What follows belongs to an exercise in optimizing a design on an open flow for small area, a short achievable clock period and few clock cycles per item; a production flow would make more cautious choices.
At most, simulation tests tie the RTL to the original design; equivalence was not proved.
The RTL of runs 6 to 8 was laid out without a check of its function.
Power figures rest on the tool's default switching activity, not on a simulated workload.

**design/flow/flow/run.sh**
```bash
#!/bin/bash
# The standard layout, with two resizer options changed: the port
# buffers are plain buffers (the default pick is a slow delay buffer), and
# resizing may swap a cell for one of another footprint.
set -euo pipefail
bash standard.sh "BUFFER_PORTS_ARGS=-buffer_cell sky130_fd_sc_hd__buf_1" \
    MATCH_CELL_FOOTPRINT=0 finish > make_finish.log 2>&1
```
**design/flow/standard.sh**
```bash
#!/bin/bash
# synth_recipe.tcl (not shown) runs the flow's synth.tcl, then flattens the netlist and writes it again
# the make line also repeats each setting of config.mk as NAME=value (left out here)
make -C /OpenROAD-flow-scripts/flow DESIGN_CONFIG=/design/flow/config.mk WORK_HOME=/design/flow/orfs CLKGATE_MAP_FILE= SYNTH_SCRIPT=/design/flow/synth_recipe.tcl "${@:-finish}"
```
**design/flow/config.mk**
```make
export PLATFORM = sky130hd
export DESIGN_NAME = reorder_buffer_commit_retire_unit
export DESIGN_NICKNAME = reorder_buffer_commit_retire_unit
export VERILOG_FILES = /design/flow/design.v
export SDC_FILE = /design/flow/constraint.sdc
export NUM_CORES = 4
export LEC_CHECK = 0
export CAP_MARGIN = 20
export CORE_MARGIN = 2
export CORE_UTILIZATION = 40
export SETUP_SLACK_MARGIN = 1.5
export SLEW_MARGIN = 20
```
**design/flow/constraint.sdc**
```tcl
create_clock -name core_clock -period 5.0 [get_ports {i_clk}]
set_input_delay 1.0000 -clock core_clock [delete_from_list [all_inputs] [get_ports {i_clk}]]
set_output_delay 1.0000 -clock core_clock [all_outputs]
set_load 0.01 [all_outputs]
```
**design/flow/design.v**
```verilog
`timescale 1ns / 1ps
`default_nettype none
package rbcr_pkg;
    localparam int MODE_W    = 3;
    localparam int SLOT_W    = 6;
    localparam int TAG_W     = 16;
    localparam int UOP_W     = 4;
    localparam int REQ_W     = 7;
    localparam int CNT_W     = 7;
    localparam int CTR_W     = 32;
    localparam int CFG_IDX_W = 2;
    localparam int CFG_DAT_W = 7;
    localparam logic [MODE_W-1:0] MODE_ALLOC  = 3'd0;
    localparam logic [MODE_W-1:0] MODE_POP    = 3'd1;
    localparam logic [MODE_W-1:0] MODE_COMMIT = 3'd2;
    localparam logic [MODE_W-1:0] MODE_RETIRE = 3'd3;
    localparam logic [MODE_W-1:0] MODE_FLUSH  = 3'd4;
    localparam logic [MODE_W-1:0] MODE_QUERY  = 3'd5;
    localparam logic [1:0] ST_OK       = 2'd0;
    localparam logic [1:0] ST_FULL     = 2'd1;
    localparam logic [1:0] ST_EMPTY    = 2'd2;
    localparam logic [1:0] ST_MISMATCH = 2'd3;
    localparam logic [CFG_IDX_W-1:0] CFG_CAPACITY = 2'd0;
    localparam logic [CFG_IDX_W-1:0] CFG_REMOVE   = 2'd1;
    localparam logic [CFG_IDX_W-1:0] CFG_SIM      = 2'd2;
    typedef struct packed {
        logic [MODE_W-1:0] mode;
        logic [SLOT_W-1:0] slot;
        logic [TAG_W-1:0]  op_tag;
        logic [UOP_W-1:0]  uop_number;
        logic [REQ_W-1:0]  request_count;
    } t_in;
    typedef struct packed {
        logic [1:0]        status;
        logic [SLOT_W-1:0] alloc_slot;
        logic              can_allocate;
        logic [CNT_W-1:0]  flushed_count;
        logic [CNT_W-1:0]  freed_count;
        logic [CTR_W-1:0]  retired_ops_total;
        logic [CTR_W-1:0]  retired_insns_total;
        logic [CNT_W-1:0]  uncommitted_count;
        logic [CNT_W-1:0]  committed_count;
        logic              all_empty;
    } t_out;
    typedef struct packed {
        logic capture;
        logic exec;
        logic drain_step;
    } t_ctrl_cmd;
    typedef struct packed {
        logic drain_req;
        logic drain_more;
    } t_dp_stat;
endpackage
`default_nettype wire
`timescale 1ns / 1ps
`default_nettype none
module rbcr_datapath
(
    input  wire logic                  i_clk,
    input  wire logic                  i_rst_n,
    input  wire logic                  i_start,
    input  wire logic                  i_cfg_we,
    input  wire logic [1:0]            i_cfg_index,
    input  wire logic [6:0]            i_cfg_data,
    input  rbcr_pkg::t_in              i_cmd,
    output logic                       o_busy,
    output logic                       o_done,
    output rbcr_pkg::t_out             o_result
);
    logic [5:0]  r_head, r_commit, r_tail;
    logic [6:0]  r_com, r_unc;
    logic [31:0] r_ops, r_insns;
    logic [63:0] r_marks;
    logic [63:0] r_zero;
    logic [6:0]  r_cap;
    logic        r_roc;
    logic        r_sim;
    logic        r_done;
    logic        r_wait;
    logic [5:0]  r_probe;
    logic [1:0]  r_status, n_status;
    logic [5:0]  r_alloc, n_alloc;
    logic        r_can, n_can;
    logic [6:0]  r_flushed, n_flushed;
    logic [6:0]  r_freed, n_freed;
    logic [5:0]  n_head, n_commit, n_tail;
    logic [6:0]  n_com, n_unc;
    logic [5:0]  n_probe;
    wire  [2:0]  mode = i_cmd.mode;
    wire  [5:0]  slot = i_cmd.slot;
    logic        scan_step;
    logic [5:0]  run;
    logic [5:0]  probe_inc;
    assign scan_step = (r_com != '0) && (r_probe != r_commit) && r_marks[r_probe];
    assign run       = r_probe - r_head;     
    assign probe_inc = r_probe + 1'b1;
    logic [31:0] ops_carry, insns_carry;
    always_comb begin
        ops_carry[0]   = 1'b1;
        insns_carry[0] = 1'b1;
        for (int i = 1; i < 32; i++) begin
            ops_carry[i]   = ops_carry[i-1] & r_ops[i-1];
            insns_carry[i] = insns_carry[i-1] & r_insns[i-1];
        end
    end
    logic        acc;
    logic        is_alloc, is_pop, is_commit, is_retire, is_flush, is_query;
    logic        full;
    logic        unc_zero;
    logic [5:0]  off;
    logic        flush_hit;
    logic [7:0]  cur;
    logic [7:0]  room;
    logic        fits;
    logic        in_com;
    logic        head_ret;
    logic        drain;
    logic        set_mark;
    logic        alloc_ok;
    logic        uop_zero;
    assign acc       = i_start && !r_wait;
    assign is_alloc  = acc && (mode == rbcr_pkg::MODE_ALLOC);
    assign is_pop    = acc && (mode == rbcr_pkg::MODE_POP);
    assign is_commit = acc && (mode == rbcr_pkg::MODE_COMMIT);
    assign is_retire = acc && (mode == rbcr_pkg::MODE_RETIRE);
    assign is_flush  = acc && (mode == rbcr_pkg::MODE_FLUSH);
    assign is_query  = acc && (mode == rbcr_pkg::MODE_QUERY);
    assign full      = (8'(r_com) + 8'(r_unc)) >= 8'd64;
    assign unc_zero  = (r_unc == '0);
    assign off       = slot - r_commit;
    assign flush_hit = r_unc[6] ||
                       ((r_commit <= r_tail) ? ((slot >= r_commit) && (slot < r_tail))
                                             : ((slot >= r_commit) || (slot < r_tail)));
    assign cur       = r_roc ? 8'(r_unc) : 8'(r_unc) + 8'(r_com);
    assign room      = {1'b0, r_cap} - cur;      
    assign fits      = !room[7] && (7'(i_cmd.request_count) <= room[6:0]);
    assign in_com    = r_com[6] ||
                       ((r_head <= r_commit) ? ((slot >= r_head) && (slot < r_commit))
                                             : ((slot >= r_head) || (slot < r_commit)));
    assign alloc_ok  = is_alloc && !full;
    assign uop_zero  = (i_cmd.uop_number == '0);
    assign head_ret  = is_retire && r_sim && (slot == r_head) && (r_com != '0);
    assign drain     = (head_ret || r_wait) && !scan_step;
    assign set_mark  = is_retire && r_sim && in_com;
    always_comb begin
        n_head    = r_head;
        n_commit  = r_commit;
        n_tail    = r_tail;
        n_com     = r_com;
        n_unc     = r_unc;
        n_probe   = (scan_step || drain) ? probe_inc : r_probe;
        n_status  = rbcr_pkg::ST_OK;
        n_alloc   = '0;
        n_can     = 1'b0;
        n_flushed = '0;
        n_freed   = '0;
        if (is_alloc) begin
            if (full) begin
                n_status = rbcr_pkg::ST_FULL;
            end else begin
                n_alloc = r_tail;
                n_tail  = r_tail + 1'b1;
                n_unc   = r_unc + 1'b1;
            end
        end
        if (is_pop) begin
            if (unc_zero) begin
                n_status = rbcr_pkg::ST_EMPTY;
            end else begin
                n_tail = r_tail - 1'b1;
                n_unc  = r_unc - 1'b1;
            end
        end
        if (is_commit && r_sim) begin
            if (unc_zero) begin
                n_status = rbcr_pkg::ST_EMPTY;
            end else begin
                if (slot != r_commit) n_status = rbcr_pkg::ST_MISMATCH;
                n_commit = r_commit + 1'b1;
                n_unc    = r_unc - 1'b1;
                n_com    = r_com + 1'b1;
            end
        end
        if (drain) begin
            n_head  = r_probe;
            n_com   = {1'b0, 6'(r_commit - r_probe)};
            n_freed = {run == '0, run};
        end
        if (is_flush && flush_hit) begin
            n_flushed = {slot == r_tail, r_tail - slot};
            n_unc     = 7'(off);
            n_tail    = slot;
        end
        if (is_query) begin
            n_can = fits;
        end
    end
    always_ff @(posedge i_clk) begin
        if (!i_rst_n) begin
            r_head   <= '0;
            r_commit <= '0;
            r_tail   <= '0;
            r_com    <= '0;
            r_unc    <= '0;
            r_probe  <= 6'd1;
            r_ops    <= '0;
            r_insns  <= '0;
            r_cap    <= 7'd64;
            r_roc    <= 1'b0;
            r_sim    <= 1'b1;
            r_done   <= 1'b0;
            r_wait   <= 1'b0;
        end else begin
            r_head   <= n_head;
            r_commit <= n_commit;
            r_tail   <= n_tail;
            r_com    <= n_com;
            r_unc    <= n_unc;
            r_probe  <= n_probe;
            r_wait   <= (head_ret || r_wait) && scan_step;
            r_done   <= (acc && !head_ret) || drain;
            r_ops    <= r_ops ^ (ops_carry & {32{is_retire}});
            r_insns  <= r_insns ^ (insns_carry & {32{is_retire && r_zero[slot]}});
            if (i_cfg_we) begin
                case (i_cfg_index)
                    rbcr_pkg::CFG_CAPACITY: r_cap <= i_cfg_data;
                    rbcr_pkg::CFG_REMOVE:   r_roc <= i_cfg_data[0];
                    rbcr_pkg::CFG_SIM:      r_sim <= i_cfg_data[0];
                    default: begin
                    end
                endcase
            end
        end
    end
    logic [7:0]  set_row, slot_col, we_row, tail_col;
    logic [63:0] we, set;
    always_comb begin
        for (int j = 0; j < 8; j++) begin
            set_row[j]  = set_mark && (slot[5:3] == 3'(j));
            slot_col[j] = (slot[2:0] == 3'(j));
            we_row[j]   = alloc_ok && (r_tail[5:3] == 3'(j));
            tail_col[j] = (r_tail[2:0] == 3'(j));
        end
        for (int i = 0; i < 64; i++) begin
            we[i]  = we_row[i / 8] && tail_col[i % 8];
            set[i] = set_row[i / 8] && slot_col[i % 8];
        end
    end
    always_ff @(posedge i_clk) begin
        r_status  <= n_status;
        r_alloc   <= n_alloc;
        r_can     <= n_can;
        r_flushed <= n_flushed;
        r_freed   <= n_freed;
        for (int i = 0; i < 64; i++) begin
            r_marks[i] <= set[i] || (r_marks[i] && !we[i]);
            if (we[i]) r_zero[i] <= uop_zero;
        end
    end
    assign o_busy = r_wait;
    assign o_done = r_done;
    assign o_result.status              = r_status;
    assign o_result.alloc_slot          = r_alloc;
    assign o_result.can_allocate        = r_can;
    assign o_result.flushed_count       = r_flushed;
    assign o_result.freed_count         = r_freed;
    assign o_result.retired_ops_total   = r_ops;
    assign o_result.retired_insns_total = r_insns;
    assign o_result.uncommitted_count   = r_unc;
    assign o_result.committed_count     = r_com;
    assign o_result.all_empty           = (r_unc == '0) && (r_com == '0);
endmodule
`default_nettype wire
`timescale 1ns / 1ps
`default_nettype none
module reorder_buffer_commit_retire_unit
#(
    parameter int RING_DEPTH = 64
) (
    input  wire logic                  i_clk,
    input  wire logic                  i_rst_n,
    input  wire logic                  start,
    output logic                       busy,
    input  wire logic [35:0]           i_cmd,
    output logic                       o_done,
    output logic [101:0]               o_result,
    input  wire logic                  i_cfg_we,
    input  wire logic [1:0]            i_cfg_index,
    input  wire logic [6:0]            i_cfg_data
);
    rbcr_pkg::t_in       cmd;
    rbcr_pkg::t_out      result;
    assign cmd      = i_cmd;
    assign o_result = result;
    rbcr_datapath u_datapath (
        .i_clk       (i_clk),
        .i_rst_n     (i_rst_n),
        .i_start     (start),
        .i_cfg_we    (i_cfg_we),
        .i_cfg_index (i_cfg_index),
        .i_cfg_data  (i_cfg_data),
        .i_cmd       (cmd),
        .o_busy      (busy),
        .o_done      (o_done),
        .o_result    (result)
    );
endmodule
`default_nettype wire
```
==> qor.csv, run 1 <==
metric;value;unit
outcome;finished clean;
critical_path_class;flip-flop to flip-flop;
cap_viol_max_count;0;
fin_crit;3440;ps
critPathTopFamily;adder cells;
min_path_type;flip-flop to flip-flop;
crit_buf_inv;1;
synth_cells;1403;
fin_hold_ws;459;ps
clock_latency;550;ps
r2r-end;u_datapath.r_can;
startpoint;u_datapath.r_unc[0];
pre_cts_ws;777;ps
grt_first_pass_wirelength;56800;microns
place_congestion;0.855;
r2r_slack;1560;ps
tritoncts;built;
crit_fanout;5;
finalSetupViolations;0;
hold_path_depth;2;
first_pass_iters;5;
hpwl;25200;microns
antenna_cells;0;
cp_slowest_cell;fa_1;
syn_to_final_growth;16.0;%
synth_edf_count;64;
rows;67;
floorplan.initialDensity;40.6;%
grt_max_degree;65;
slew_violations;0;
timing.slew.headroom;39.4;%
skew;12.3;ps
routedWlPerCell;18.0;microns
setup_slack;1560;ps
hp-start;u_datapath.r_marks[9];
power_leakage;5.73;nW
grt_overflow_total;0;
holdBufCountCts;0;
hold_end;u_datapath.r_marks[9];
grt_util_met3;3.37;%
slowest_delay;470;ps
htreeDepth;1;
path_clk_slew;60;ps
crit_path_frequent_cell;o21a_1;
wl;36200;microns
track_usage;19.9;%
synth_flop_cell;dfxtp_1;
die_h;189;microns
drive_above_1_share;11.8;%
top_usage_layer;met2;
io_buffers;136;
fin_tns_setup;0;ps
multiInputGateArea;7260;sq um
dieArea;35600;sq um
root_buffer;clkbuf_16;
initialDrtViolationCount;711;
pin_count;153;
grtUsageMet1;25.5;%
critPathLaunchType;flip-flop;
ant_nets;0;
syn_area;13600;sq um
die_x;189;microns
regToRegStartpoint;u_datapath.r_unc[0];
num_vias;11000;
fill_cells;3209;
clockBufferDepth;3;
rsz0062_at_grt;true;
synthesis.nets;1534;
synth-seq-cells;264;
fmaxAchievable;291;MHz
seq_area;5940;sq um
worstPathCellList;buf_6, ha_4, fa_2, mux2_4, fa_1, ha_1, nor2b_1, o21a_1, o21a_1, o21a_1, o21a_1, o21a_1, o22ai_2, nor4b_2;
grt_pass1_vias;10500;
worstPathRequired;5470;ps
yosys_warnings;1;
end_kind;flip-flop;
peakVddDrop;245;uV
grt_antenna_before_repair;0;
synth_area_per_cell;9.71;sq um
yosysUniqueCellTypes;80;
cts_num_sinks;264;
viasPerCell;5.48;
synth-seq-area-share;43.5;%
synth-async-reset-ratio;0;%
cellPowerDensity;305;nW/um^2
stdcell_count;2008;
drc;0;
dp_cells;1945;
period_share;68.8;%
final_net_count;1668;
arrival;3910;ps
core_region_area;33500;sq um
hold_viol;0;
grt_util_met2;34.6;%
reg2regPathDepth;14;
tightest_slew;907;ps
cts_buffers;29;
## cells in the mapped netlist, drive strengths merged (10+ instances only)
cell type  number  area, sq um
dfxtp         200         4000
nor2          193          732
o21ai         148          748
nand2          79          299
ha             76          951
inv            65          244
edfxtp         64         1920
xnor2          54          473
a21oi          49          257
nand4          47          380
nand3          43          215
xor2           42          368
clkbuf         35          131
buf            32          224
mux4           32          721
and2           19          119
nor2b          18          113
mux2i          15          150
and3           14         87.6
nand2b         13         81.3
a21o           12         90.1
and4           12          108
o21a           12         90.1
nor4           10         98.8
## sequential cells by signal, summed over array words and instances, names as in the netlist, 7 cells and up
name	count
u_datapath.r_marks	64
u_datapath.r_zero	64
u_datapath.r_insns	32
u_datapath.r_ops	32
u_datapath.r_cap	7
u_datapath.r_com	7
u_datapath.r_flushed	7
u_datapath.r_freed	7
u_datapath.r_unc	7
## cell usage in the layout (no fill, tap or decap), types with 34 or more instances in the layout
cell type and count:
o21ai_0 112, xnor2_1 54, xor2_1 42, edfxtp_1 64, a21oi_1 45, nor2_1 191, inv_1 62, nand4_1 36
dfxtp_1 190, buf_1 132, nand2_1 78, o21ai_1 34, ha_1 72, nand3_1 43
## routing by layer
metal,part of all wire [%],vias to the layer above
li1,-,5286
met1,43,5355
met2,49,311
met3,6.2,58
met4,2.1,0
met5,0,-
## metrics by stage
stage / total power [mW] / utilization, % / cell area (sq um)
floorplan: 2.55 / - / 13700
global route: 5.01 / 47.1 / 15800
detailed placement: 2.67 / 43.5 / 14600
global placement: 2.67 / 43.5 / 14600
CTS: 4.85 / 46.5 / 15600
finish: 4.82 / 47.1 / 15800
## worst max-delay path by stage
stage / endpoint / slack, ps / depth (start not counted)
after global placement: u_datapath.r_insns[22] / 870 / 8
after floorplan: u_datapath.r_marks[1] / 1530 / 14
after detailed placement: u_datapath.r_insns[22] / 780 / 8
final: u_datapath.r_can / 1560 / 14
after global routing: u_datapath.r_can / 1410 / 15
after CTS: u_datapath.r_can / 1360 / 14
## final cells by class
cell class	instances	area share, %
clock inverters	10	0.791
flip-flops and latches	264	37.6
multi-input cells	1003	45.9
clock buffers	44	5.33
repair buffers	170	5.05
well taps	448	3.55
inverters	69	1.78
## logic make-up (layout without fill, tap and decap cells)
kind of cell / after synthesis / after routing / synth area share, %
flip-flops: 264 / 264 / 43.5
multiplexers: 53 / 53 / 6.89
buffers and inverters: 136 / 293 / 4.51
AND/OR/NAND/NOR: 485 / 485 / 18.2
AO/OA/AOI/OAI: 287 / 287 / 12.9
adder cells (fa/ha/maj): 82 / 82 / 7.86
XOR/XNOR: 96 / 96 / 6.17
## tightest hold or removal path: cells and delay by family, from the launching register on
| family | cells | cell delay, ps |
|---|---|---|
| flip-flops | 1 | 320 |
| AO/OA/AOI/OAI | 2 | 100 |
## timing repair
item                       in CTS  in global routing
resized for setup               5                 45
gates cloned                    0                  1
pin swaps                       1                  8
buffers inserted                4                  4
setup endpoints to repair     128                153
hold endpoints to repair        0                  0
## where the power goes
part	switching (mW)	internal, mW	total [mW]
Combinational	0.252	0.180	0.433
Clock	0.853	1.31	2.16
Sequential	0.0275	2.20	2.23
Total	1.13	3.69	4.82
Testbench counts, summed over its fixed seeds: cycles 24,121, items 24,000.
==> run 2: changes to the inputs <==
==> design/flow/flow/run.sh (replaced) <==
#!/bin/bash
# The standard layout, with resizer and synthesis options changed:
# - the port buffers are plain buffers (the default pick is a slow delay buffer);
# - resizing may swap a cell for one of another footprint;
# - adders are left to ABC instead of being mapped to the library's
#   ripple full/half-adder cells, so ABC can restructure them for speed.
set -euo pipefail
bash standard.sh "BUFFER_PORTS_ARGS=-buffer_cell sky130_fd_sc_hd__buf_1" \
    MATCH_CELL_FOOTPRINT=0 ADDER_MAP_FILE= finish > make_finish.log 2>&1
==> qor.csv, run 2 <==
metric;value;unit
cellPowerDensity;304;nW/um^2
finalSetupViolations;0;
layout_common_cells;nor2_1, dfxtp_1, buf_1, o21ai_0, xnor2_1;
end_kind;flip-flop;
yosysMostFrequentCell;nor2_1;
grt_overflow_total;0;
power_leakage;5.41;nW
yosys_warnings;1;
yosys-top-cells-count;nor2_1, dfxtp_1, o21ai_0;
die_x;184;microns
antenna_cells;0;
syn_to_final_growth;19.9;%
syn_area;13000;sq um
core_region_area;32300;sq um
skew;10.3;ps
hold_viol;0;
ant_nets;0;
grt_pass1_vias;9797;
arrival;3920;ps
pin_count;153;
cap_viol_max_count;0;
rows;66;
critPathLaunchType;input port;
synth-seq-cells;264;
fmaxAchievable;289;MHz
grt_max_degree;103;
fin_tns_setup;0;ps
hpwl;22600;microns
place_congestion;0.822;
crit_fanout;10;
num_vias;10500;
root_buffer;clkbuf_16;
synth_top_cell_by_area;dfxtp_1;
clock_latency;560;ps
rsz0062_at_grt;true;
synthesis.nets;1411;
die_h;184;microns
io_buffers;136;
synth-async-reset-ratio;0;%
final_net_count;1537;
fin_crit;3450;ps
period_share;69.1;%
synth_area_leaders;dfxtp_1, edfxtp_1, mux4_2, nor2_1, xnor2_1;
min_path_type;flip-flop to flip-flop;
clockBufferDepth;3;
track_usage;19.7;%
synth-seq-area-share;45.6;%
post-route-util;48.3;%
synth_area_per_cell;9.54;sq um
grt_antenna_before_repair;0;
reg_top3;u_datapath.r_marks: 64 flops, u_datapath.r_zero: 64 flops;
htreeDepth;1;
synth_cells;1362;
multiInputGateArea;6750;sq um
peakVddDrop;258;uV
fill_cells;3069;
first_pass_iters;5;
drc;0;
synth_top_area_share;30.8;%
yosysUniqueCellTypes;66;
final_common_cell;nor2_1;
grt_first_pass_wirelength;53200;microns
timing.slew.headroom;40.1;%
dieArea;34000;sq um
tightest_slew;897;ps
stdcell_count;1954;
slew_violations;0;
drive_above_1_share;16.1;%
worstPathRequired;5460;ps
path_clk_slew;60;ps
viasPerCell;5.38;
initialDrtViolationCount;708;
outcome;finished clean;
wl;34900;microns
holdBufCountCts;0;
floorplan.initialDensity;40.3;%
r2r_slack;1570;ps
critical_path_class;input port to flip-flop;
synth_edf_count;64;
seq_area;5950;sq um
tritoncts;built;
cts_buffers;30;
synth_flop_cell;dfxtp_1;
cts_num_sinks;264;
routedWlPerCell;17.8;microns
dp_cells;1859;
power;4.73;mW
[run 2: layout make-up]
cell class / instances / area share (%)
clock inverters: 19 / 1.13
well taps: 442 / 3.55
clock buffers: 37 / 5.31
repair inverters: 1 / 0.0321
flip-flops and latches: 264 / 38.2
repair buffers: 197 / 7.40
multi-input cells: 954 / 43.3
inverters: 40 / 1.08
[run 2: worst paths after layout]
| kind | startpoint | to | cells past startpoint |
|---|---|---|---|
| worst min-delay path | u_datapath.r_marks[57] | u_datapath.r_marks[57] | 2 |
| worst max register to register | u_datapath.r_com[1] | u_datapath.r_can | 11 |
| worst min register to register | u_datapath.r_marks[57] | u_datapath.r_marks[57] | 2 |
| worst max-delay path | i_cmd[27] | u_datapath.r_unc[1] | 14 |
[run 2: metal layers]
layer	global-route usage (%)	vias up	share of wire (%)
met3	3.06	63	5.6
met2	34.2	322	48
met5	0	-	0
met1	24.9	5098	43
li1	-	5035	-
met4	7.10	0	3.2
[run 2: cell families after synthesis]
family | synth area share, %
adder cells (fa/ha/maj) | 2.41
AO/OA/AOI/OAI | 10.8
buffers and inverters | 4.70
multiplexers | 8.97
AND/OR/NAND/NOR | 17.6
flip-flops | 45.6
XOR/XNOR | 9.88
[run 2: worst max-delay path, stage by stage]
cell and delay (ps):
buf_12 80, buf_12 120, nor2b_4 40, maj3_2 330, a21oi_4 150, nor2_1 50
o21a_1 190, maj3_2 310, maj3_2 310, maj3_2 320, a2111o_1 500, buf_6 180
clkbuf_16 150, a211oi_2 160
[run 2: timing repair]
action                                  4_1_cts  5_1_grt
pin swaps                                     2       11
endpoints found under the setup margin      163      165
gates cloned                                  1        3
setup buffers                                11       24
hold endpoints to repair                      0        0
gates resized for setup                      43       50
[run 2: per-stage QoR]
step	hold WS [ps]	cell area [sq um]	setup slack, ps
floorplan	439	13100	1280
global placement	456	13900	610
detailed placement	467	13900	545
CTS	481	15100	1470
global route	499	15600	1430
finish	478	15600	1550
[run 2: where the power goes]
part	internal [mW]	switching, mW	leakage [nW]
combinational	0.133	0.186	2.73
clock	1.28	0.918	0.493
sequential	2.19	0.0208	2.18
total	3.61	1.13	5.41
==> run 3: changes to the inputs <==
--- a/design/flow/config.mk
+++ b/design/flow/config.mk
@@ -8,5 +8,5 @@
 export CAP_MARGIN = 20
 export CORE_MARGIN = 2
 export CORE_UTILIZATION = 40
-export SETUP_SLACK_MARGIN = 1.5
+export SETUP_SLACK_MARGIN = 2.0
 export SLEW_MARGIN = 20
==> qor.csv, run 3 <==
metric;value;unit
min_path_type;flip-flop to flip-flop;
seq_area;5970;sq um
fin_crit;3370;ps
die_x;184;microns
critical_path_class;input port to flip-flop;
drc;0;
reg_top3;u_datapath.r_marks: 64 flops, u_datapath.r_zero: 64 flops;
place_congestion;0.835;
pwr-share-seq;45.9;%
slowest_delay;540;ps
dieArea;34000;sq um
synth-seq-cells;264;
fin_tns_setup;0;ps
slew_violations;0;
first_pass_iters;6;
power;4.80;mW
switchingPower;1.13;mW
cts_buffers;30;
timing.slew.headroom;24.8;%
track_usage;20.7;%
p_sw_share;23.6;%
worstPathRequired;5450;ps
antenna_cells;0;
synth_top_area_share;30.8;%
io_buffers;136;
grt_first_pass_wirelength;55500;microns
regToRegStartpoint;u_datapath.r_unc[1];
skew;14.0;ps
tightest_slew;1120;ps
cts_num_sinks;264;
synth_area_per_cell;9.54;sq um
fmaxAchievable;297;MHz
final_common_cell;dfxtp_1;
syn_area;13000;sq um
peakVddDrop;281;uV
startpoint;i_cmd[27];
cap_viol_max_count;0;
viasPerCell;5.41;
synth_top_cell_by_area;dfxtp_1;
fill_cells;2879;
arrival;3820;ps
wl;37500;microns
pin_count;153;
power_leakage;6.12;nW
multiInputGateArea;7660;sq um
floorplan.initialDensity;40.3;%
end_kind;flip-flop;
synth_area_leaders;dfxtp_1, edfxtp_1, mux4_2, nor2_1, xnor2_1;
grt_antenna_before_repair;0;
rsz0062_at_grt;true;
synth_edf_count;64;
routedWlPerCell;18.6;microns
power_frac_comb;7.5;%
yosysUniqueCellTypes;66;
finalSetupViolations;0;
cellPowerDensity;280;nW/um^2
yosysMostFrequentCell;nor2_1;
ant_nets;0;
path_clk_slew;60;ps
worstPathCellList;buf_12, buf_6, buf_12, buf_4, mux4_2, mux4_2, mux4_2, nand2_2, or3_4, buf_12, clkinvlp_4, nand4_1, xnor2_1, and2_1;
hold_viol;0;
layout_common_cells;dfxtp_1, nor2_1, buf_1, xnor2_1, o21ai_0;
drive_above_1_share;29.0;%
synth_flop_cell;dfxtp_1;
final_net_count;1593;
clockBufferDepth;3;
outcome;finished clean;
clkPwrFrac;46.5;%
initialDrtViolationCount;651;
rows;66;
intPower;3.67;mW
synth_cells;1362;
grt_overflow_total;0;
syn_to_final_growth;32.1;%
grt_max_degree;67;
synthesis.nets;1411;
core_region_area;32300;sq um
hp-start;u_datapath.r_marks[44];
pre_cts_ws;703;ps
root_buffer;clkbuf_16;
yosys_warnings;1;
period_share;67.4;%
crit_fanout;5;
clock_latency;570;ps
grt_pass1_vias;10200;
setup_slack;1630;ps
synth-seq-area-share;45.6;%
yosys-top-cells-count;nor2_1, dfxtp_1, o21ai_0;
htreeDepth;1;
tritoncts;built;
critPathLaunchType;input port;
die_h;184;microns
num_vias;10900;
hpwl;23400;microns
synth-async-reset-ratio;0;%
cp_slowest_cell;mux4_2;
## run 3: changes by cell type in the layout (fill, tap and decap cells not counted), moves of 12 or more
cell,delta
nor2_4,+24
buf_4,+17
o21ai_2,+33
o21ai_1,+25
buf_6,+22
o21ai_0,-58
o41ai_1,-16
nand2_2,+12
nor2_2,+23
nand3_1,-13
nor2_1,-46
nand2_1,-14
## run 3: final timing paths
path	endpoint	slack, ps	cells after the start
hold / removal	u_datapath.r_marks[44]	470	2
hold reg to reg	u_datapath.r_marks[44]	470	2
setup reg to reg	u_datapath.r_can	1700	12
setup / recovery	u_datapath.r_insns[11]	1630	14
## run 3: power groups by stage
stage / combinational, mW / clock, mW / sequential, mW
2_1_floorplan: 0.213 / 0 / 2.25
3_3_place_gp: 0.277 / 0 / 2.26
3_5_place_dp: 0.279 / 0 / 2.26
4_1_cts: 0.316 / 2.27 / 2.21
5_1_grt: 0.387 / 2.38 / 2.21
6_report: 0.361 / 2.24 / 2.21
## run 3: timing repair
action,4_1_cts,5_1_grt
hold buffers,0,0
setup buffers,43,41
resized for setup,144,242
pin swaps,28,129
cloned,6,3
setup endpoints to repair,225,199
## run 3: area by class of cell
| cell class | instances | share of cell area, % |
|---|---|---|
| clock inverters | 22 | 1.30 |
| well taps | 442 | 3.22 |
| clock buffers | 34 | 4.58 |
| flip-flops and latches | 264 | 34.8 |
| repair buffers | 250 | 10.4 |
| repair inverters | 1 | 0.0437 |
| multi-input cells | 957 | 44.6 |
| inverters | 40 | 1.04 |
## run 3: cell families after synthesis
logic type	after synthesis	share of synthesized area, %
xor gates and xnor gates	145	9.88
DFF	264	45.6
and+or+nand+nor	480	17.6
adders and majority gates	30	2.41
buffers and inverters	144	4.70
AOI/OAI and AO/OA	235	10.8
muxes	64	8.97
## run 3: routing by layer
layer | up-vias | GRT usage (%) | share of wire [%]
li1 | 5202 | - | -
met1 | 5281 | 26.6 | 42
met2 | 314 | 35.5 | 49
met3 | 85 | 2.96 | 5.2
met4 | 0 | 7.36 | 3.6
met5 | - | 0 | 0
## run 3: critical path, delay by kind of cell
family / cells / cell delay [ps]
mux: 3 / 1530
simple gates: 4 / 550
xor+xnor: 1 / 70
buf+inv: 6 / 680
## run 3: stage by stage
stage | instances | utilization (%) | area [sq um] | hold slack, ps
floorplan | 1362 | - | 13300 | 438
global placement | 1861 | 43.3 | 14000 | 456
detailed placement | 1861 | 43.3 | 14000 | 467
CTS | 1966 | 49.4 | 16000 | 480
global route | 2010 | 53.2 | 17200 | 485
finish | 2010 | 53.2 | 17200 | 470
==> run 4: changes to the inputs <==
--- a/design/flow/config.mk
+++ b/design/flow/config.mk
@@ -8,5 +8,5 @@
 export CAP_MARGIN = 20
 export CORE_MARGIN = 2
 export CORE_UTILIZATION = 40
-export SETUP_SLACK_MARGIN = 2.0
+export SETUP_SLACK_MARGIN = 2.6
 export SLEW_MARGIN = 20
==> qor.csv, run 4 <==
metric;value;unit
crit_fanout;6;
fmaxAchievable;295;MHz
final_common_cell;dfxtp_1;
grt_pass1_vias;10400;
die_x;184;microns
tritoncts;built;
tightest_slew;1320;ps
layout_common_cells;dfxtp_1, nor2_1, buf_1, o21ai_0, buf_4;
htreeDepth;1;
synth_cells;1362;
finalSetupViolations;0;
clockBufferDepth;3;
slew_violations;0;
die_h;184;microns
synth_area_per_cell;9.54;sq um
syn_area;13000;sq um
first_pass_iters;7;
min_path_type;flip-flop to flip-flop;
grt_overflow_total;0;
grt_max_degree;70;
synth_edf_count;64;
final_net_count;1624;
initialDrtViolationCount;722;
synth-async-reset-ratio;0;%
place_congestion;0.802;
dieArea;34000;sq um
post-route-util;54.4;%
track_usage;21.0;%
ant_nets;0;
synth_flop_cell;dfxtp_1;
critical_path_class;input port to flip-flop;
hold_viol;0;
syn_to_final_growth;35.1;%
wl;37200;microns
drive_above_1_share;32.5;%
pin_count;153;
peakVddDrop;229;uV
end_kind;flip-flop;
cap_viol_max_count;0;
core_region_area;32300;sq um
power_leakage;6.05;nW
worstPathRequired;5410;ps
yosys-top-cells-count;nor2_1, dfxtp_1, o21ai_0;
synthesis.nets;1411;
drc;0;
grt_antenna_before_repair;0;
rows;66;
arrival;3800;ps
synth_area_leaders;dfxtp_1, edfxtp_1, mux4_2, nor2_1, xnor2_1;
synth-seq-area-share;45.6;%
critPathLaunchType;input port;
num_vias;11000;
floorplan.initialDensity;40.3;%
fin_tns_setup;0;ps
viasPerCell;5.38;
yosysMostFrequentCell;nor2_1;
skew;21.1;ps
hpwl;22500;microns
io_buffers;136;
yosys_warnings;1;
antenna_cells;0;
cts_buffers;31;
fin_crit;3390;ps
synth-seq-cells;264;
yosysUniqueCellTypes;66;
rsz0062_at_grt;true;
routedWlPerCell;18.2;microns
synth_top_area_share;30.8;%
timing.slew.headroom;11.8;%
path_clk_slew;60;ps
grt_first_pass_wirelength;56400;microns
outcome;finished clean;
cts_num_sinks;264;
clock_latency;570;ps
reg_top3;u_datapath.r_marks: 64 flops, u_datapath.r_zero: 64 flops;
root_buffer;clkbuf_16;
period_share;67.7;%
cellPowerDensity;273;nW/um^2
synth_top_cell_by_area;dfxtp_1;
==> run 4: through the flow <==
| step | std cells | hold WS (ps) | instance area, sq um | setup slack (ps) | power [mW] |
|---|---|---|---|---|---|
| 6_report | 2042 | 465 | 17600 | 1610 | 4.79 |
| 5_1_grt | 2042 | 481 | 17600 | 1520 | 4.96 |
| 4_1_cts | 2009 | 466 | 16800 | 1630 | 4.81 |
| 3_5_place_dp | 1855 | 463 | 14300 | 720 | 2.55 |
| 3_3_place_gp | 1855 | 456 | 14300 | 739 | 2.55 |
| 2_1_floorplan | 1362 | 439 | 13700 | 1280 | 2.47 |
==> run 4: path summary, 6_finish.rpt <==
check                           endpoint  slack, ps  cells after the start              startpoint
hold reg to reg   u_datapath.r_marks[38]        470                      2  u_datapath.r_marks[38]
hold / removal    u_datapath.r_marks[38]        470                      2  u_datapath.r_marks[38]
setup / recovery  u_datapath.r_insns[30]       1610                     13               i_cmd[27]
setup reg to reg        u_datapath.r_can       1720                     12     u_datapath.r_com[1]
==> run 4: final cells by class <==
cell class | count | area, sq um
fillers | 2790 | 14700
multi-input cells | 960 | 7780
flip-flops and latches | 264 | 5990
repair buffers | 277 | 2060
clock buffers | 43 | 878
well taps | 442 | 553
inverters | 40 | 179
clock inverters | 15 | 118
repair inverters | 1 | 7.51
==> run 4: timing repair <==
item,in CTS,in global routing
resized for setup,219,119
pin swaps,99,60
endpoints found under the hold margin,0,0
hold buffers,0,0
setup buffers,89,30
gates cloned,7,3
setup endpoints to repair,239,244
==> run 4: per-layer routing <==
layer	vias to the layer above	track usage, %	routed length [microns]
li1	5237	-	-
met5	-	0	0
met2	321	37.3	18500
met1	5372	26.6	15700
met3	57	2.85	2160
met4	0	5.98	871
==> run 4: power by group <==
part	switching (mW)	leakage, nW	internal, mW	total [mW]
Clock	0.905	0.493	1.28	2.18
Sequential	0.0207	2.19	2.18	2.21
Combinational	0.224	3.36	0.178	0.402
==> run 4: kinds of logic after synthesis <==
logic type | Yosys count | share of synthesized area [%]
adders and majority gates | 30 | 2.41
DFF | 264 | 45.6
muxes | 64 | 8.97
AOI/OAI and AO/OA | 235 | 10.8
and+or+nand+nor | 480 | 17.6
xor gates and xnor gates | 145 | 9.88
buffers and inverters | 144 | 4.70
==> run 4: critical path: stages <==
cell and delay [ps]:
buf_12 100, buf_12 110, clkbuf_16 160, mux4_2 500, mux4_2 500, mux4_2 580
nand2_2 120, or3_4 160, nor2b_4 50, and3_4 190, nand4_1 140, xnor2_1 140
nor2_1 50
==> run 5: changes to the inputs <==
--- a/design/flow/config.mk
+++ b/design/flow/config.mk
@@ -7,6 +7,6 @@
 export LEC_CHECK = 0
 export CAP_MARGIN = 20
 export CORE_MARGIN = 2
-export CORE_UTILIZATION = 40
-export SETUP_SLACK_MARGIN = 2.6
+export CORE_UTILIZATION = 60
+export SETUP_SLACK_MARGIN = 1.5
 export SLEW_MARGIN = 20
==> qor.csv, run 5 <==
metric;value;unit
die_x;151;microns
top_layer;met4;
synthesis.nets;1411;
grt_max_degree;65;
antenna_cells;0;
wl;33700;microns
path_clk_slew;60;ps
end_kind;flip-flop;
hpwl;22300;microns
critical_path_class;input port to flip-flop;
arrival;4000;ps
syn_area;13000;sq um
synth-seq-cells;264;
yosysUniqueCellTypes;66;
htreeDepth;1;
synth-async-reset-ratio;0;%
routedWlPerCell;19.1;microns
grt_pass1_vias;9775;
first_pass_iters;6;
peakVddDrop;290;uV
fin_tns_setup;0;ps
tritoncts;built;
timing.slew.headroom;36.3;%
floorplan.initialDensity;61.4;%
dp_cells;1696;
grt_antenna_before_repair;0;
setup_slack;1450;ps
viasPerCell;5.93;
io_buffers;136;
syn_to_final_growth;16.1;%
reg_top3;u_datapath.r_marks: 64 flops, u_datapath.r_zero: 64 flops;
final_net_count;1521;
finalSetupViolations;0;
wl_met2;16400;microns
yosysMostFrequentCell;nor2_1;
ant_nets;0;
synth_area_leaders;dfxtp_1, edfxtp_1, mux4_2, nor2_1, xnor2_1;
wl_met1;14100;microns
grt_overflow_total;0;
tightest_slew;952;ps
initialDrtViolationCount;723;
pin_count;153;
root_buffer;clkbuf_16;
layout_common_cells;nor2_1, dfxtp_1, buf_1, o21ai_0, xnor2_1;
synth_top_area_share;30.8;%
synth_flop_cell;dfxtp_1;
slew_violations;0;
die_h;151;microns
met3WireLength;2150;microns
cellPowerDensity;305;nW/um^2
cts_num_sinks;264;
power_leakage;5.27;nW
synth-seq-area-share;45.6;%
outcome;finished clean;
period_share;71.0;%
core_region_area;21200;sq um
hold_viol;0;
pre_cts_ws;652;ps
crit_fanout;10;
holdBufCountCts;0;
cap_viol_max_count;0;
drc;0;
clockBufferDepth;3;
critPathLaunchType;input port;
drive_above_1_share;14.8;%
place_congestion;0.866;
synth_area_per_cell;9.54;sq um
fmaxAchievable;282;MHz
num_vias;10500;
stdcell_count;1769;
grt_first_pass_wirelength;51800;microns
rsz0062_at_grt;true;
skew;26.4;ps
track_usage;28.6;%
synth_cells;1362;
rows;53;
synth_top_cell_by_area;dfxtp_1;
cts_buffers;28;
worstPathRequired;5440;ps
final_common_cell;nor2_1;
synth_edf_count;64;
min_path_type;flip-flop to flip-flop;
yosys-top-cells-count;nor2_1, dfxtp_1, o21ai_0;
clock_latency;550;ps
yosys_warnings;1;
fin_crit;3550;ps
dieArea;22900;sq um
power;4.61;mW
[run 5: cell counts after synthesis]
No cell type changed its count.
[run 5: final cells by class]
class / instances / area, sq um
Multi-Input combinational cell: 954 / 6740
Tap cell: 275 / 344
Inverter: 40 / 164
Fill cell: 1673 / 6060
Clock inverter: 12 / 130
Sequential cell: 264 / 5950
Clock buffer: 40 / 807
Timing Repair Buffer: 184 / 962
[run 5: kinds of logic (layout without fill, tap and decap cells)]
family	Yosys count	count (layout)	share of synthesized area [%]
flops	264	264	45.6
simple gates	480	480	17.6
compound gates	235	235	10.8
fa+ha+maj	30	30	2.41
mux	64	64	8.97
buf+inv	144	276	4.70
xor+xnor	145	145	9.88
[run 5: timing repair]
action | in CTS | in global routing
pin swaps | 1 | 6
gates cloned | 0 | 2
resized for setup | 42 | 43
setup endpoints to repair | 168 | 175
buffers inserted | 7 | 12
[run 5: critical path: stages]
cell and delay, ps:
clkbuf_4 140, inv_6 70, maj3_2 350, a21oi_4 150, nor2_1 50, o21a_1 190
maj3_2 320, maj3_2 330, maj3_2 320, a2111o_1 550, buf_12 210, mux2i_1 120
and2_1 170
[run 5: final timing paths]
check	from	endpoint	slack [ps]	cells past startpoint
hold / removal	u_datapath.r_marks[44]	u_datapath.r_marks[44]	480	2
hold reg to reg	u_datapath.r_marks[44]	u_datapath.r_marks[44]	480	2
setup / recovery	i_cmd[28]	u_datapath.r_tail[4]	1450	13
setup reg to reg	u_datapath.r_tail[4]	u_datapath.r_tail[4]	1610	12
[run 5: through the flow]
stage	utilization (%)	area (sq um)	hold slack (ps)
2_1_floorplan	-	13100	439
3_3_place_gp	64.6	13700	454
3_5_place_dp	64.6	13700	463
4_1_cts	70.0	14800	478
5_1_grt	71.4	15100	497
6_report	71.4	15100	478
[run 5: per-layer routing]
layer	GRT usage, %	up-vias
li1	-	5005
met1	36.7	5026
met2	49.0	368
met3	4.49	83
met4	10.7	0
met5	0	-
[run 5: power by group]
part | leakage (nW) | internal (mW) | total (mW) | switching [mW]
clock network | 0.449 | 1.23 | 2.09 | 0.861
logic | 2.64 | 0.124 | 0.306 | 0.183
registers | 2.18 | 2.19 | 2.21 | 0.0205
total | 5.27 | 3.54 | 4.61 | 1.06
==> run 6: changes to the inputs <==
--- a/design/flow/design.v
+++ b/design/flow/design.v
@@ -86,6 +86,8 @@
     logic [6:0]  r_freed, n_freed;
     logic [5:0]  n_head, n_commit, n_tail;
     logic [6:0]  n_com, n_unc;
+    logic [6:0]  r_occ, n_occ;
+    logic [5:0]  occ_base;
     logic [5:0]  n_probe;
     wire  [2:0]  mode = i_cmd.mode;
     wire  [5:0]  slot = i_cmd.slot;
@@ -95,15 +97,21 @@
     assign scan_step = (r_com != '0) && (r_probe != r_commit) && r_marks[r_probe];
     assign run       = r_probe - r_head;     
     assign probe_inc = r_probe + 1'b1;
-    logic [31:0] ops_carry, insns_carry;
-    always_comb begin
-        ops_carry[0]   = 1'b1;
-        insns_carry[0] = 1'b1;
-        for (int i = 1; i < 32; i++) begin
-            ops_carry[i]   = ops_carry[i-1] & r_ops[i-1];
-            insns_carry[i] = insns_carry[i-1] & r_insns[i-1];
+    function automatic logic [5:0] sub6(input logic [5:0] a, input logic [5:0] b);
+        logic [5:0] p, g, gg, pp;
+        p = a ^ ~b;
+        g = a & ~b;
+        gg = g;
+        pp = p;
+        gg[0] = g[0] | p[0];
+        for (int d = 1; d < 6; d = d * 2) begin
+            for (int i = 5; i >= d; i--) begin
+                gg[i] = gg[i] | (pp[i] & gg[i-d]);
+                pp[i] = pp[i] & pp[i-d];
+            end
         end
-    end
+        sub6 = p ^ {gg[4:0], 1'b1};
+    endfunction
     logic        acc;
     logic        is_alloc, is_pop, is_commit, is_retire, is_flush, is_query;
     logic        full;
@@ -126,13 +134,14 @@
     assign is_retire = acc && (mode == rbcr_pkg::MODE_RETIRE);
     assign is_flush  = acc && (mode == rbcr_pkg::MODE_FLUSH);
     assign is_query  = acc && (mode == rbcr_pkg::MODE_QUERY);
-    assign full      = (8'(r_com) + 8'(r_unc)) >= 8'd64;
+    assign full      = r_occ[6];              
     assign unc_zero  = (r_unc == '0);
-    assign off       = slot - r_commit;
+    assign off       = sub6(slot, r_commit);
+    assign occ_base  = 6'(r_com) - r_commit;   
     assign flush_hit = r_unc[6] ||
                        ((r_commit <= r_tail) ? ((slot >= r_commit) && (slot < r_tail))
                                              : ((slot >= r_commit) || (slot < r_tail)));
-    assign cur       = r_roc ? 8'(r_unc) : 8'(r_unc) + 8'(r_com);
+    assign cur       = r_roc ? 8'(r_unc) : 8'(r_occ);
     assign room      = {1'b0, r_cap} - cur;      
     assign fits      = !room[7] && (7'(i_cmd.request_count) <= room[6:0]);
     assign in_com    = r_com[6] ||
@@ -149,6 +158,7 @@
         n_tail    = r_tail;
         n_com     = r_com;
         n_unc     = r_unc;
+        n_occ     = r_occ;
         n_probe   = (scan_step || drain) ? probe_inc : r_probe;
         n_status  = rbcr_pkg::ST_OK;
         n_alloc   = '0;
@@ -162,6 +172,7 @@
                 n_alloc = r_tail;
                 n_tail  = r_tail + 1'b1;
                 n_unc   = r_unc + 1'b1;
+                n_occ   = r_occ + 1'b1;
             end
         end
         if (is_pop) begin
@@ -170,6 +181,7 @@
             end else begin
                 n_tail = r_tail - 1'b1;
                 n_unc  = r_unc - 1'b1;
+                n_occ  = r_occ - 1'b1;
             end
         end
         if (is_commit && r_sim) begin
@@ -186,9 +198,11 @@
             n_head  = r_probe;
             n_com   = {1'b0, 6'(r_commit - r_probe)};
             n_freed = {run == '0, run};
+            n_occ   = r_occ - {run == '0, run};
         end
         if (is_flush && flush_hit) begin
-            n_flushed = {slot == r_tail, r_tail - slot};
+            n_flushed = {slot == r_tail, sub6(r_tail, slot)};
+            n_occ     = {1'b0, 6'(occ_base + slot)};    
             n_unc     = 7'(off);
             n_tail    = slot;
         end
@@ -206,6 +220,7 @@
             r_probe  <= 6'd1;
             r_ops    <= '0;
             r_insns  <= '0;
+            r_occ    <= '0;
             r_cap    <= 7'd64;
             r_roc    <= 1'b0;
             r_sim    <= 1'b1;
@@ -217,11 +232,12 @@
             r_tail   <= n_tail;
             r_com    <= n_com;
             r_unc    <= n_unc;
+            r_occ    <= n_occ;
             r_probe  <= n_probe;
             r_wait   <= (head_ret || r_wait) && scan_step;
             r_done   <= (acc && !head_ret) || drain;
-            r_ops    <= r_ops ^ (ops_carry & {32{is_retire}});
-            r_insns  <= r_insns ^ (insns_carry & {32{is_retire && r_zero[slot]}});
+            if (is_retire) r_ops <= r_ops + 1'b1;
+            if (is_retire && r_zero[slot]) r_insns <= r_insns + 1'b1;
             if (i_cfg_we) begin
                 case (i_cfg_index)
                     rbcr_pkg::CFG_CAPACITY: r_cap <= i_cfg_data;
@@ -269,7 +285,7 @@
     assign o_result.retired_insns_total = r_insns;
     assign o_result.uncommitted_count   = r_unc;
     assign o_result.committed_count     = r_com;
-    assign o_result.all_empty           = (r_unc == '0) && (r_com == '0);
+    assign o_result.all_empty           = (r_occ == '0);
 endmodule
 `default_nettype wire
 `timescale 1ns / 1ps
--- a/design/flow/config.mk
+++ b/design/flow/config.mk
@@ -7,6 +7,6 @@
 export LEC_CHECK = 0
 export CAP_MARGIN = 20
 export CORE_MARGIN = 2
-export CORE_UTILIZATION = 60
+export CORE_UTILIZATION = 40
 export SETUP_SLACK_MARGIN = 1.5
 export SLEW_MARGIN = 20
==> qor.csv, run 6 <==
metric;value;unit
cts_buffers;31;
drc;0;
seq_area;6070;sq um
hpwl;26600;microns
yosys_warnings;1;
io_buffers;136;
syn_to_final_growth;14.1;%
peakVddDrop;239;uV
htreeDepth;1;
outcome;finished clean;
post_dp_cell_area;14700;sq um
tritoncts;built;
end_kind;flip-flop;
path_clk_slew;60;ps
pre_cts_ws;689;ps
synth_area_per_cell;9.06;sq um
worstPathRequired;5450;ps
dp_cells;2047;
reg2regPathDepth;11;
final_net_count;1676;
synth-seq-cells;271;
design_area;15900;sq um
first_pass_iters;6;
synth_cells;1534;
skew;11.9;ps
rsz0062_at_grt;true;
synth_area_leaders;dfxtp_1, edfxtp_1, xnor2_1, nor2_1, o21ai_0;
period_share;68.9;%
synth_top_area_share;29.8;%
hold_path_depth;2;
root_buffer;clkbuf_16;
hp-start;u_datapath.r_marks[13];
worstPathCellList;buf_1, nor2b_1, o221ai_1, a32o_1, maj3_2, o22ai_1, a31oi_1, o21ai_1, nand3_1, buf_4, and4_1, o31a_1;
power;4.73;mW
grt_pass1_vias;10900;
final_common_cell;nor2_1;
timing.slew.headroom;35.0;%
startpoint;i_cmd[30];
drive_above_1_share;10.1;%
arrival;3900;ps
grtUsageMet1;26.6;%
track_usage;20.5;%
cap_viol_max_count;0;
die_x;190;microns
grt_overflow_total;0;
setup_slack;1550;ps
synth_flop_cell;dfxtp_1;
core_region_area;34400;sq um
synth-seq-area-share;43.6;%
dieArea;36300;sq um
clockBufferDepth;3;
path_depth;12;
viasPerCell;5.46;
regToRegStartpoint;u_datapath.r_probe[2];
slowest_delay;440;ps
synthesis.nets;1583;
pin_count;153;
hold_viol;0;
floorplan.initialDensity;40.4;%
cts_num_sinks;271;
yosysMostFrequentCell;nor2_1;
fin_tns_setup;0;ps
die_h;190;microns
tightest_slew;972;ps
synth-async-reset-ratio;0;%
fin_hold_ws;467;ps
fin_crit;3450;ps
power_leakage;5.41;nW
post-route-util;46.1;%
multiInputGateArea;7300;sq um
num_vias;11500;
syn_area;13900;sq um
grt_antenna_before_repair;0;
ant_nets;0;
grt_util_met3;2.67;%
grt_util_met2;35.4;%
crit_buf_inv;2;
fill_cells;3419;
crit_fanout;11;
place_congestion;0.883;
critPathTopFamily;compound AO/OA/AOI/OAI gates;
rows;68;
synth_top_cell_by_area;dfxtp_1;
initialDrtViolationCount;804;
yosysUniqueCellTypes;88;
holdBufCountCts;0;
reg_top3;u_datapath.r_marks: 64 flops, u_datapath.r_zero: 64 flops;
cp_slowest_cell;buf_1;
stdcell_count;2106;
grt_max_degree;70;
critPathLaunchType;input port;
top_usage_layer;met2;
wl;37900;microns
grt_first_pass_wirelength;59200;microns
layout_common_cells;nor2_1, dfxtp_1, buf_1, nand2_1, o21ai_0;
min_path_type;flip-flop to flip-flop;
fmaxAchievable;290;MHz
critical_path_class;input port to flip-flop;
clock_latency;560;ps
slew_violations;0;
finalSetupViolations;0;
cellPowerDensity;298;nW/um^2
synth_edf_count;64;
yosys-top-cells-count;nor2_1, dfxtp_1, nand2_1;
routedWlPerCell;18.0;microns
-- run 6: where the power goes --
part	leakage (nW)	internal (mW)	switching (mW)
Combinational	2.68	0.120	0.202
Sequential	2.25	2.25	0.0238
Clock	0.474	1.24	0.896
-- run 6: cells by family after synthesis --
| family | after synthesis | synth area share [%] |
|---|---|---|
| AOI/OAI and AO/OA | 300 | 13.1 |
| xor gates and xnor gates | 161 | 10.3 |
| adders and majority gates | 30 | 2.30 |
| buffers and inverters | 153 | 4.76 |
| DFF | 271 | 43.6 |
| muxes | 67 | 6.99 |
| and+or+nand+nor | 552 | 18.9 |
-- run 6: layout make-up --
type,instances,area share (%)
timing repair buffer,166,4.91
antenna,1,0.0158
multi-input combinational,1110,46.1
tap,455,3.59
clock buffer,45,5.44
inverter,47,1.12
sequential,271,38.3
clock inverter,11,0.576
-- run 6: path summary, 6_finish.rpt --
check / end / slack, ps
max: u_datapath.r_occ[5] / 1550
min: u_datapath.r_marks[13] / 470
max reg2reg: u_datapath.r_occ[5] / 1640
min reg2reg: u_datapath.r_marks[13] / 470
-- run 6: worst min-delay path: stages (launching register included) --
cell,delay (ps)
dfxtp_1,300
o21ai_0,60
o21ai_1,60
-- run 6: repair_timing --
item / CTS / global route
gates resized for setup: 9 / 26
setup endpoints to repair: 83 / 99
buffers inserted: 0 / 2
-- run 6: layer usage --
layer  vias to the layer above  routed length (microns)
met5                         -                        0
met4                         0                     1040
met3                        65                     2190
met2                       328                    18300
met1                      5553                    16400
li1                       5545                        -
==> run 7: changes to the inputs <==
--- a/design/flow/config.mk
+++ b/design/flow/config.mk
@@ -8,5 +8,5 @@
 export CAP_MARGIN = 20
 export CORE_MARGIN = 2
 export CORE_UTILIZATION = 40
-export SETUP_SLACK_MARGIN = 1.5
+export SETUP_SLACK_MARGIN = 2.2
 export SLEW_MARGIN = 20
==> qor.csv, run 7 <==
metric;value;unit
skew;28.1;ps
root_buffer;clkbuf_16;
hold_viol;0;
drc;0;
synth-async-reset-ratio;0;%
reg_top3;u_datapath.r_marks: 64 flops, u_datapath.r_zero: 64 flops;
path_clk_slew;60;ps
grt_pass1_vias;11400;
layout_common_cells;nor2_1, dfxtp_1, buf_1, nand2_1, xnor2_1;
slew_violations;0;
yosys_warnings;1;
crit_path_frequent_cell;maj3_2;
floorplan.initialDensity;40.4;%
cts_num_sinks;271;
min_path_type;flip-flop to flip-flop;
yosys-top-cells-count;nor2_1, dfxtp_1, nand2_1;
syn_to_final_growth;31.6;%
slowest_delay;370;ps
synth_top_area_share;29.8;%
pin_count;153;
rsz0062_at_grt;true;
timing.slew.headroom;33.0;%
cap_viol_max_count;0;
track_usage;22.2;%
crit_fanout;4;
antenna_cells;0;
routedWlPerCell;19.5;microns
post-route-util;53.2;%
startpoint;u_datapath.r_probe[0];
final_common_cell;nor2_1;
end_kind;flip-flop;
ant_nets;0;
synth_edf_count;64;
peakVddDrop;271;uV
num_vias;12200;
fin_crit;3100;ps
fin_tns_setup;0;ps
tritoncts;built;
critPathTopFamily;adder cells;
syn_area;13900;sq um
rows;68;
initialDrtViolationCount;823;
synth-seq-cells;271;
period_share;62.0;%
clock_latency;590;ps
synth_area_leaders;dfxtp_1, edfxtp_1, xnor2_1, nor2_1, o21ai_0;
die_x;190;microns
die_h;190;microns
grt_antenna_before_repair;0;
hpwl;27200;microns
fill_cells;3147;
cts_buffers;31;
htreeDepth;1;
critPathLaunchType;flip-flop;
synth_area_per_cell;9.06;sq um
hp-start;u_datapath.r_marks[32];
wl;42900;microns
synth_flop_cell;dfxtp_1;
yosysMostFrequentCell;nor2_1;
power_leakage;6.49;nW
final_net_count;1770;
critical_path_class;flip-flop to flip-flop;
place_congestion;0.851;
dieArea;36300;sq um
cp_slowest_cell;dfxtp_4;
tightest_slew;1000;ps
io_buffers;136;
finalSetupViolations;0;
regToRegStartpoint;u_datapath.r_probe[0];
synth-seq-area-share;43.6;%
core_region_area;34400;sq um
arrival;3580;ps
holdBufCountCts;0;
crit_buf_inv;2;
grt_max_degree;65;
synth_cells;1534;
first_pass_iters;5;
worstPathCellList;buf_6, nor2b_4, maj3_4, maj3_2, maj3_2, maj3_2, xnor2_4, buf_4, and2_1, mux2i_1, o22ai_1, o31a_1;
outcome;finished clean;
viasPerCell;5.56;
grt_first_pass_wirelength;63200;microns
cellPowerDensity;276;nW/um^2
drive_above_1_share;28.8;%
worstPathRequired;5480;ps
synthesis.nets;1583;
clockBufferDepth;3;
fmaxAchievable;322;MHz
grt_overflow_total;0;
synth_top_cell_by_area;dfxtp_1;
yosysUniqueCellTypes;88;
## run 7: cell count changes in the layout (fill, tap and decap cells not counted), moves of 13 or more
cell     delta
xnor2_2    +13
buf_6      +33
a21oi_1    -20
o21ai_0    -42
nor2_1     -14
a21oi_2    +16
nand2_1    -31
xnor2_1    -17
dfxtp_1    -17
o21ai_2    +53
nand2_2    +26
buf_4      +44
## run 7: cells by family (layout without fill, tap and decap cells)
family | after synthesis | in the layout | share of synthesized area (%)
AO/OA/AOI/OAI | 300 | 300 | 13.1
XOR/XNOR | 161 | 161 | 10.3
adder cells (fa/ha/maj) | 30 | 30 | 2.30
buffers and inverters | 153 | 363 | 4.76
flip-flops | 271 | 271 | 43.6
multiplexers | 67 | 67 | 6.99
AND/OR/NAND/NOR | 552 | 554 | 18.9
## run 7: worst paths after layout
path / endpoint / slack [ps] / depth (start not counted)
setup / recovery: u_datapath.r_occ[5] / 1900 / 12
setup reg to reg: u_datapath.r_occ[5] / 1900 / 12
hold / removal: u_datapath.r_marks[32] / 470 / 2
hold reg to reg: u_datapath.r_marks[32] / 470 / 2
## run 7: layout make-up
type                            count  area [sq um]  area share, %
Multi-Input combinational cell   1112          8490           46.4
Sequential cell                   271          6110           33.4
Timing Repair Buffer              258          1860           10.2
Clock buffer                       43           872           4.77
Tap cell                          455           569           3.11
Inverter                           47           204           1.12
Clock inverter                     15           180          0.985
## run 7: timing repair
item	4_1_cts	5_1_grt
pin swaps	59	77
cloned	4	2
setup buffers	56	36
setup endpoints to repair	219	205
gates resized for setup	153	199
## run 7: tightest hold or removal path, stage by stage (launching register included)
cell	delay, ps
dfxtp_1	310
o21ai_0	60
o21ai_1	60
## run 7: metrics by stage
stage / area (sq um) / total power, mW / instances / worst slack [ps] / hold slack, ps
final: 18300 / 5.04 / 2201 / 1900 / 466
after global routing: 18300 / 5.19 / 2201 / 1750 / 489
after CTS: 17100 / 5.02 / 2163 / 1950 / 465
after detailed placement: 15000 / 2.65 / 2045 / 749 / 459
after global placement: 14900 / 2.64 / 2044 / 714 / 451
after floorplan: 14300 / 2.56 / 1534 / 1520 / 438
## run 7: metal layers
layer	part of all wire (%)	up-vias	global-route usage (%)
li1	-	5747	-
met1	41	5962	28.1
met2	49	422	37.3
met3	6.9	109	4.31
met4	3.5	0	8.68
met5	0	-	0
## run 7: power by group
group	total, mW	switching [mW]	internal (mW)
clock network	2.36	0.939	1.42
registers	2.27	0.0264	2.25
logic	0.411	0.243	0.169
total	5.04	1.21	3.83
==> run 8: changes to the inputs <==
--- a/design/flow/design.v
+++ b/design/flow/design.v
@@ -196,9 +196,9 @@
         end
         if (drain) begin
             n_head  = r_probe;
-            n_com   = {1'b0, 6'(r_commit - r_probe)};
+            n_com   = {1'b0, sub6(r_commit, r_probe)};
             n_freed = {run == '0, run};
-            n_occ   = r_occ - {run == '0, run};
+            n_occ   = {1'b0, sub6(r_tail, r_probe)};    
         end
         if (is_flush && flush_hit) begin
             n_flushed = {slot == r_tail, sub6(r_tail, slot)};
--- a/design/flow/config.mk
+++ b/design/flow/config.mk
@@ -8,5 +8,5 @@
 export CAP_MARGIN = 20
 export CORE_MARGIN = 2
 export CORE_UTILIZATION = 40
-export SETUP_SLACK_MARGIN = 2.2
+export SETUP_SLACK_MARGIN = 1.8
 export SLEW_MARGIN = 20
==> qor.csv, run 8 <==
metric;value;unit
outcome;finished clean;
antenna_cells;0;
end_kind;flip-flop;
synth_flop_cell;dfxtp_1;
grt_pass1_vias;11000;
hold_path_depth;2;
hold_viol;0;
synth-async-reset-ratio;0;%
floorplan.initialDensity;40.7;%
grt_max_degree;65;
holdBufCountCts;0;
critPathTopFamily;adder cells;
pin_count;153;
cts_buffers;31;
cp_slowest_cell;dfxtp_1;
grt_overflow_total;0;
num_vias;11600;
synth_area_per_cell;9.59;sq um
tritoncts;built;
reg_top3;u_datapath.r_marks: 64 flops, u_datapath.r_zero: 64 flops;
period_share;63.8;%
hpwl;26400;microns
final_net_count;1641;
reg2regPathDepth;12;
wl;40800;microns
viasPerCell;5.60;
first_pass_iters;5;
yosysUniqueCellTypes;70;
min_path_type;flip-flop to flip-flop;
worstPathRequired;5430;ps
synth_area_leaders;dfxtp_1, edfxtp_1, mux4_2, xnor2_1, nor2_1;
syn_area;14000;sq um
cellPowerDensity;288;nW/um^2
dp_cells;1970;
yosys-top-cells-count;nor2_1, dfxtp_1, xnor2_1;
skew;17.8;ps
yosysMostFrequentCell;nor2_1;
timing.slew.headroom;27.5;%
track_usage;21.5;%
crit_path_frequent_cell;maj3_2;
die_x;191;microns
peakVddDrop;311;uV
slew_violations;0;
crit_fanout;8;
cts_num_sinks;271;
critPathLaunchType;flip-flop;
fin_tns_setup;0;ps
final_common_cell;nor2_1;
place_congestion;0.836;
die_h;191;microns
synth-seq-cells;271;
routedWlPerCell;19.7;microns
critical_path_class;flip-flop to flip-flop;
htreeDepth;1;
syn_to_final_growth;21.0;%
drc;0;
synthesis.nets;1513;
slowest_delay;330;ps
power_leakage;6.11;nW
rsz0062_at_grt;true;
stdcell_count;2071;
initialDrtViolationCount;931;
power;4.89;mW
core_region_area;34500;sq um
synth-seq-area-share;43.2;%
synth_top_area_share;29.5;%
synth_top_cell_by_area;dfxtp_1;
cap_viol_max_count;0;
fin_hold_ws;480;ps
crit_buf_inv;3;
fill_cells;3245;
synth_cells;1464;
fin_crit;3190;ps
grt_antenna_before_repair;0;
dieArea;36600;sq um
post-route-util;49.2;%
fmaxAchievable;314;MHz
finalSetupViolations;0;
worstPathCellList;buf_6, nor2b_1, maj3_2, maj3_2, maj3_2, maj3_2, maj3_2, maj3_2, nor2_4, buf_12, buf_6, o41ai_2;
drive_above_1_share;18.3;%
path_depth;12;
ant_nets;0;
grt_first_pass_wirelength;62300;microns
layout_common_cells;nor2_1, dfxtp_1, buf_1, xnor2_1, o21ai_0;
clockBufferDepth;3;
io_buffers;136;
arrival;3610;ps
path_clk_slew;70;ps
root_buffer;clkbuf_16;
rows;68;
clock_latency;590;ps
synth_edf_count;64;
tightest_slew;1090;ps
yosys_warnings;1;
[run 8: routing by layer]
| metal | track usage [%] | share of wire [%] | vias up |
|---|---|---|---|
| met1 | 28.2 | 43 | 5638 |
| met3 | 2.70 | 5.7 | 72 |
| li1 | - | - | 5520 |
| met5 | 0 | 0 | - |
| met4 | 6.89 | 2.6 | 0 |
| met2 | 36.7 | 49 | 367 |
[run 8: per-stage QoR]
stage | cell area [sq um] | setup WS [ps]
2_1_floorplan | 14600 | 1440
3_3_place_gp | 15400 | 667
3_5_place_dp | 15400 | 601
4_1_cts | 16600 | 1800
5_1_grt | 17000 | 1740
6_report | 17000 | 1810
[run 8: where the power goes]
group | switching (mW) | leakage [nW] | internal (mW)
clock network | 0.968 | 0.483 | 1.31
logic | 0.215 | 3.38 | 0.129
registers | 0.0214 | 2.25 | 2.25
[run 8: worst reg2reg max path, cell delays in order, from the launching register on]
cell	delay, ps
dfxtp_1	330
buf_6	120
nor2b_1	50
maj3_2	300
maj3_2	310
maj3_2	310
maj3_2	310
maj3_2	300
maj3_2	330
nor2_4	260
buf_12	180
buf_6	160
o41ai_2	80
[run 8: cell families after synthesis]
kind of cell,after synthesis,synth area share [%]
mux,84,9.67
simple gates,509,17.2
fa+ha+maj,33,2.44
xor+xnor,162,10.1
flops,271,43.2
buf+inv,152,4.84
compound gates,253,12.6
[run 8: path summary, 6_finish.rpt]
kind	startpoint	endpoint	slack (ps)
hold / removal	u_datapath.r_marks[61]	u_datapath.r_marks[61]	480
hold reg to reg	u_datapath.r_marks[61]	u_datapath.r_marks[61]	480
setup / recovery	u_datapath.r_commit[0]	u_datapath.r_marks[48]	1810
setup reg to reg	u_datapath.r_commit[0]	u_datapath.r_marks[48]	1810
[run 8: area by class of cell]
type	instances	area, sq um	share of cell area, %
clock inverter	22	211	1.24
clock buffer	35	801	4.71
timing repair buffer	209	1280	7.56
inverter	37	146	0.861
sequential	271	6080	35.8
tap	455	569	3.35
multi-input combinational	1042	7900	46.5
[run 8: timing repair]
action                                  in CTS  in global routing
gates cloned                                 2                  2
resized for setup                           36                 21
pin swaps                                    7                  8
buffers inserted                            11                 29
endpoints found under the setup margin     163                 94

==> what the ideal ports hide <==
Ports are ideal in the flow. The routed layouts listed here were re-timed in OpenROAD. Step 1 assumes that a clkbuf_16 drives the clock port and a buf_2 every other input. Step 2 times the ports against the registers' clock, not the clock port: input delays grow and output delays shrink by t, the midpoint of the rising clock arrivals with the driver on. Three values: no drivers, after step 1, after step 2; two values: the first two.
run | shift t [ns] | slack for setup (ns) | worst hold slack (ns) | worst register clock-pin slew, ns | pins driven straight from the clock port
run 1 | 0.600 | 1.560 / 1.560 / 1.044 | 0.459 / 0.459 / 0.459 | 0.06 / 0.06 | 1
run 2 | 0.605 | 1.546 / 1.536 / 0.931 | 0.478 / 0.478 / 0.478 | 0.06 / 0.06 | 1
run 3 | 0.610 | 1.630 / 1.604 / 0.994 | 0.470 / 0.470 / 0.470 | 0.06 / 0.06 | 1
run 4 | 0.608 | 1.614 / 1.602 / 0.994 | 0.465 / 0.465 / 0.465 | 0.06 / 0.06 | 1
run 5 | 0.585 | 1.450 / 1.451 / 0.865 | 0.478 / 0.478 / 0.478 | 0.06 / 0.06 | 1
run 6 | 0.606 | 1.553 / 1.553 / 0.947 | 0.467 / 0.467 / 0.467 | 0.06 / 0.06 | 1
run 7 | 0.624 | 1.899 / 1.866 / 1.242 | 0.466 / 0.466 / 0.466 | 0.07 / 0.07 | 1
run 8 | 0.633 | 1.811 / 1.797 / 1.164 | 0.480 / 0.480 / 0.480 | 0.07 / 0.07 | 1
After both steps setup and hold are still met in every run listed. The setup slack of run 7, which loses most, moves by -0.033 ns with the drivers and by -0.657 ns with both steps.
